This design comes from an exercise in tuning for a short achievable clock period and few clock cycles per item on the open sky130 flow, not from production work.
Only simulation tests tie the RTL to the original design; equivalence was not proved.
Power is estimated from default activity; no workload was simulated.

// cpu_top
module cpu_top (
    input  logic        clk,
    input  logic        reset,
    output logic [9:0]  instr_addr,
    input  logic [17:0] instr_data,
    output logic [9:0]  mem_addr,
    output logic [17:0] mem_wdata,
    output logic        mem_we,
    output logic        mem_re,
    input  logic [17:0] mem_rdata
);
For scale: roughly 78 I/O pins.
export LEC_CHECK = 0
export ABC_CLOCK_PERIOD_IN_PS = 2000
export CAP_MARGIN = 20
export CORE_MARGIN = 2
export CORE_UTILIZATION = 40
export GPL_TIMING_DRIVEN = 1
export SETUP_SLACK_MARGIN = 4.0
export SLEW_MARGIN = 20
create_clock -name core_clock -period 6.0 [get_ports {clk}]
run.sh (not shown) runs the stock make flow with config.mk's settings and CLKGATE_MAP_FILE= SYNTH_SCRIPT=/design/flow/synth_recipe.tcl, a recipe that flattens the netlist after the stock synthesis.
Testbench counts at the start, summed over its fixed seeds: cycles 92,650, instrs 84,944.
Change:
--- a/flow/design.v
+++ b/flow/design.v
@@ -168,24 +168,21 @@
             eq = eqn;
         end
         tree_lt = lt[17];
     endfunction
     logic [PD_W-1:0] pd_in;
     assign pd_in = predecode(instr_data);
-    logic [9:0]  nxt_q;       
+    logic [9:0]  fa_q;        
     logic [9:0]  pcI_q;       
     logic        vI_q;
-    logic        selM_q, selD_q, selS_q, selB_q, selN_q;
-    logic [9:0]  redirM_q;    
-    logic [9:0]  tgtD_q;      
+    logic        selB_q;      
     logic [1:0]  bht [32];
     logic        btb_v [8];
     logic        btb_j [8];       
     logic [6:0]  btb_tag [8];     
     logic [9:0]  btb_tgt [8];
-    logic [9:0]  tgtB_q;          
     logic [17:0] ir_q;
     logic [PD_W-1:0] pd_q;
     logic [9:0]  pcD_q;
     logic        vD_q;
     logic        predD_q;     
     logic        bpD_q;       
@@ -210,17 +207,13 @@
     logic [17:0] res_q;
     logic        w_wr_q;
     logic [3:0]  w_rd_q;
     logic        mem_we_q, mem_re_q;
     logic [9:0]  mem_addr_q;
     logic [17:0] rf [16];
-    always_comb begin
-        instr_addr = ({10{selM_q}} & redirM_q) | ({10{selD_q}} & tgtD_q) |
-                     ({10{selS_q}} & pcI_q)    | ({10{selB_q}} & tgtB_q) |
-                     ({10{selN_q}} & nxt_q);
-    end
+    assign instr_addr = fa_q;
     logic [17:0] sum, lres, res;
     logic        eq, lt;
     assign sum  = ks_add(opX_q, opY_q);
     assign lres = e_ld_q  ? mem_rdata :
                   e_nor_q ? ~(opX_q | opY_q) :
                   e_and_q ? (opX_q & opY_q) : ~(opX_q & opY_q);
@@ -254,15 +247,24 @@
     logic stall_n;
     assign stall_n = !stall && vD_n && pd_in[PD_LD] && vE_n && pd_q[PD_ST];
     logic dsel_n;
     assign dsel_n = !stall && vD_n && pred_in && !selB_q;
     logic [2:0] bix;
     logic       hit;
-    assign bix = nxt_q[2:0];
-    assign hit = selN_q && btb_v[bix] && btb_tag[bix] == nxt_q[9:3] &&
-                 (btb_j[bix] || bht[nxt_q[4:0]][1]);
+    assign bix = fa_q[2:0];
+    assign hit = btb_v[bix] && btb_tag[bix] == fa_q[9:3] &&
+                 (btb_j[bix] || bht[fa_q[4:0]][1]);
+    logic [9:0] redir_n, fa_n;
+    assign redir_n = taken_n ? ir_q[13:4] : pcD_q + 10'd1;
+    always_comb begin
+        if (mis_n)        fa_n = redir_n;
+        else if (dsel_n)  fa_n = ir_n[13:4];
+        else if (stall_n) fa_n = fa_q;
+        else if (hit)     fa_n = btb_tgt[bix];
+        else              fa_n = fa_q + 10'd1;
+    end
     logic [17:0] rfX, rfY, oX, oY, opX_n, opY_n;
     assign rfX = rf[pd_q[PD_RX +: 4]];
     assign rfY = rf[pd_q[PD_RY +: 4]];
     assign oX  = fxe_q ? lres : (fxw_q ? res_q : rfX);
     assign oY  = pd_q[PD_IMM] ? {12'd0, ir_q[5:0]} :
                  fye_q ? lres : (fyw_q ? res_q : rfY);
@@ -274,23 +276,16 @@
     assign fxe_n = e_wr_n && (stall ? 1'b0 : reads_x(instr_data, ir_q[13:10]));
     assign fye_n = e_wr_n && (stall ? 1'b0 : reads_y(instr_data, ir_q[13:10]));
     assign fxw_n = e_wr_q && (stall ? 1'b0 : reads_x(instr_data, e_rd_q));
     assign fyw_n = e_wr_q && (stall ? 1'b0 : reads_y(instr_data, e_rd_q));
     always_ff @(posedge clk or posedge reset) begin
         if (reset) begin
-            nxt_q    <= '0;
+            fa_q     <= '0;
             pcI_q    <= '0;
             vI_q     <= 1'b0;
-            selM_q   <= 1'b0;
-            selD_q   <= 1'b0;
-            selS_q   <= 1'b0;
             selB_q   <= 1'b0;
-            selN_q   <= 1'b1;
-            tgtB_q   <= '0;
-            redirM_q <= '0;
-            tgtD_q   <= '0;
             ir_q     <= '0;
             pd_q     <= '0;
             pcD_q    <= '0;
             vD_q     <= 1'b0;
             predD_q  <= 1'b0;
             bpD_q    <= 1'b0;
@@ -327,30 +322,23 @@
             w_wr_q   <= 1'b0;
             w_rd_q   <= '0;
             mem_we_q <= 1'b0;
             mem_re_q <= 1'b0;
             mem_addr_q <= '0;
         end else begin
-            pcI_q  <= instr_addr;
-            nxt_q  <= instr_addr + 10'd1;
+            fa_q   <= fa_n;
+            pcI_q  <= fa_q;
             vI_q   <= stall ? vI_q : 1'b1;
-            selM_q <= mis_n;
-            selD_q <= !mis_n && dsel_n;
-            selS_q <= stall_n;
             selB_q <= !mis_n && !dsel_n && !stall_n && hit;
-            selN_q <= !mis_n && !dsel_n && !stall_n && !hit;
-            tgtB_q <= btb_tgt[bix];
-            redirM_q <= taken_n ? ir_q[13:4] : pcD_q + 10'd1;
-            tgtD_q <= ir_n[13:4];
             if (!stall) begin
                 ir_q    <= instr_data;
                 pd_q    <= pd_in;
                 pcD_q   <= pcI_q;
                 predD_q <= pred_in || selB_q;
                 bpD_q   <= selB_q;
-                btgtD_q <= tgtB_q;
+                btgtD_q <= fa_q;
             end
             vD_q  <= vD_n;
             fxe_q <= fxe_n;
             fye_q <= fye_n;
             fxw_q <= fxw_n;
             fyw_q <= fyw_n;
Design area fell by 5.2%; critical path depth fell by 1; utilization fell by 0.94 points; routed wire length fell by 6.6%; cell count fell by 5.4%; register-to-register slack loses 0.06 ns; clock-buffer cell count fell by 22; total power fell by 5.3%; worst hold slack loses 0.011 ns; clock skew hardly moves; synthesized cell count fell by 3.0%.
Testbench counts after the change, summed over its fixed seeds: cycles 92,650, instrs 84,944.

========
cpu_top, a different RTL version from the one above (not shown whole).
Size in the first run: ~4,100 cells after synthesis, roughly 870 flip-flops.
## cpu_top
module cpu_top (
    input  logic        clk,
    input  logic        reset,
    output logic [9:0]  instr_addr,
    input  logic [17:0] instr_data,
    output logic [9:0]  mem_addr,
    output logic [17:0] mem_wdata,
    output logic        mem_we,
    output logic        mem_re,
    input  logic [17:0] mem_rdata
);
make LEC_CHECK=0 CAP_MARGIN=20 CORE_MARGIN=2 CORE_UTILIZATION=50 GPL_TIMING_DRIVEN=1 SETUP_SLACK_MARGIN=3.5 SLEW_MARGIN=20 finish   # period 6.0 ns
Testbench counts at the start, summed over its fixed seeds: cycles 93,623, instrs 84,944.
Change:
--- a/flow/design.v
+++ b/flow/design.v
@@ -175,19 +175,18 @@
     logic [9:0]  ia_q;        
     logic [9:0]  seqa_q;      
     logic [9:0]  pcI_q;       
     logic        vI_q;
     logic        selB_q;      
     logic        bhtp_q;      
     logic        hit_q;       
     logic [9:0]  tgtH_q;      
     logic [9:0]  redir_q;     
-    logic [9:0]  redir1_q;    
     logic [1:0]  bht [32];
     logic        btb_v [8];
     logic        btb_j [8];       
     logic [6:0]  btb_tag [8];     
     logic [9:0]  btb_tgt [8];
     logic        lp_conf [8];
     logic [2:0]  lp_trip [8];
     logic [2:0]  lp_cnt [8];
     logic [7:0]  lp_exit;         
@@ -288,21 +287,19 @@
     assign dirS = lpk ? !lp_exit[bix] : bht[seqa_q[4:0]][1];
     logic [9:0] redir_n, fa_b, fa_n, sq_b, sq_n;
     logic       useq_n;
     assign redir_n = predD_q ? pcD_q + 10'd1 : ir_q[13:4];
     always_comb begin
         if (mis)          fa_b = redir_q;
         else if (dbad)    fa_b = pcD_q;
         else if (hit_q)   fa_b = tgtH_q;
         else              fa_b = seqa_q;
-        if (mis)          sq_b = redir1_q;
-        else if (dbad)    sq_b = pcD_q + 10'd1;
-        else              sq_b = (hit_q ? tgtH_q : seqa_q) + 10'd1;
+        sq_b = fa_b + 10'd1;
         if (dsel_n)       fa_n = instr_data[13:4];
         else if (stall_n) fa_n = ia_q;
         else              fa_n = fa_b;
         if (dsel_n)       sq_n = instr_data[13:4] + 10'd1;
         else if (stall_n) sq_n = seqa_q;
         else              sq_n = sq_b;
     end
     assign useq_n = !mis && !dbad && !dsel_n && !stall_n && !hit_q;
     logic [17:0] opX_n, opY_n;
@@ -327,19 +324,18 @@
             ia_q     <= '0;
             seqa_q   <= 10'd1;
             pcI_q    <= '0;
             vI_q     <= 1'b0;
             selB_q   <= 1'b0;
             bhtp_q   <= 1'b0;
             hit_q    <= 1'b0;
             tgtH_q   <= '0;
             redir_q  <= '0;
-            redir1_q <= 10'd1;
             ir_q     <= '0;
             pd_q     <= '0;
             pcD_q    <= '0;
             vD_q     <= 1'b0;
             predD_q  <= 1'b0;
             mtD_q    <= '0;
             bpD_q    <= 1'b0;
             bpbD_q   <= 1'b0;
             sxl_q    <= 1'b0;
@@ -387,19 +383,18 @@
             pcI_q  <= ia_q;
             bhtp_q <= useq_q ? dirS_q : bht[ia_q[4:0]][1];
             dirS_q <= dirS;
             useq_q <= useq_n;
             vI_q   <= stall ? vI_q : (!mis && !dbad);
             selB_q <= !mis && !dbad && !dsel_n && !stall_n && hit_q;
             hit_q  <= useq_n && hitL;
             tgtH_q <= btb_tgt[bix];
             redir_q <= redir_n;
-            redir1_q <= redir_n + 10'd1;
             if (!stall) begin
                 ir_q    <= instr_data;
                 pd_q    <= pd_in;
                 pcD_q   <= pcI_q;
                 predD_q <= pred_in || selB_q;
                 bpD_q   <= selB_q;
                 bpbD_q  <= bpbad;
                 mtD_q   <= {4{pd_in[PD_BR]}} & (pd_in[PD_CM +: 4] ^ {4{pred_in || selB_q}});
             end
Cell area decreases by 1.5%.
Total power increases by 1.0%.
Hold slack got worse by 0.0087 ns.
Worst setup slack gains 0.0067 ns.
Clock power went up by 6.5%.
Critical path depth is unchanged.
Testbench counts after the change, summed over its fixed seeds: cycles 93,623, instrs 84,944.

static timing again, ports no longer ideal:
How much do the figures lean on ideal ports? The routed layouts below were timed once more, with nothing changed but the port constraints.
Step 1: set_driving_cell puts a clkbuf_16 on clk and a buf_2 on each other input, an assumption about the parent block.
Step 2 adds t to the input delays and takes it off the output delays; t is the mean of the earliest and latest rising clock arrival at the registers after step 1. Input paths then give back, and output paths get back, about the clock's delay inside the block.
a / b / c = ideal ports / drivers / drivers and shift; a / b = the first two.
run	t (ns)	setup WS [ns]	worst setup path at the end
the first run of note 1	0.706	2.676 / 2.646 / 2.676	register to register
the second run of note 1	0.697	2.612 / 2.612 / 2.612	register to register
the first run of note 2	0.738	3.300 / 3.300 / 2.828	input to register
the second run of note 2	0.730	3.307 / 3.307 / 2.660	input to register
After both steps setup and hold are still met in every run listed. The setup slack of the second run of note 2, which loses most, moves by 0.000 ns with the drivers and by -0.647 ns with both steps.
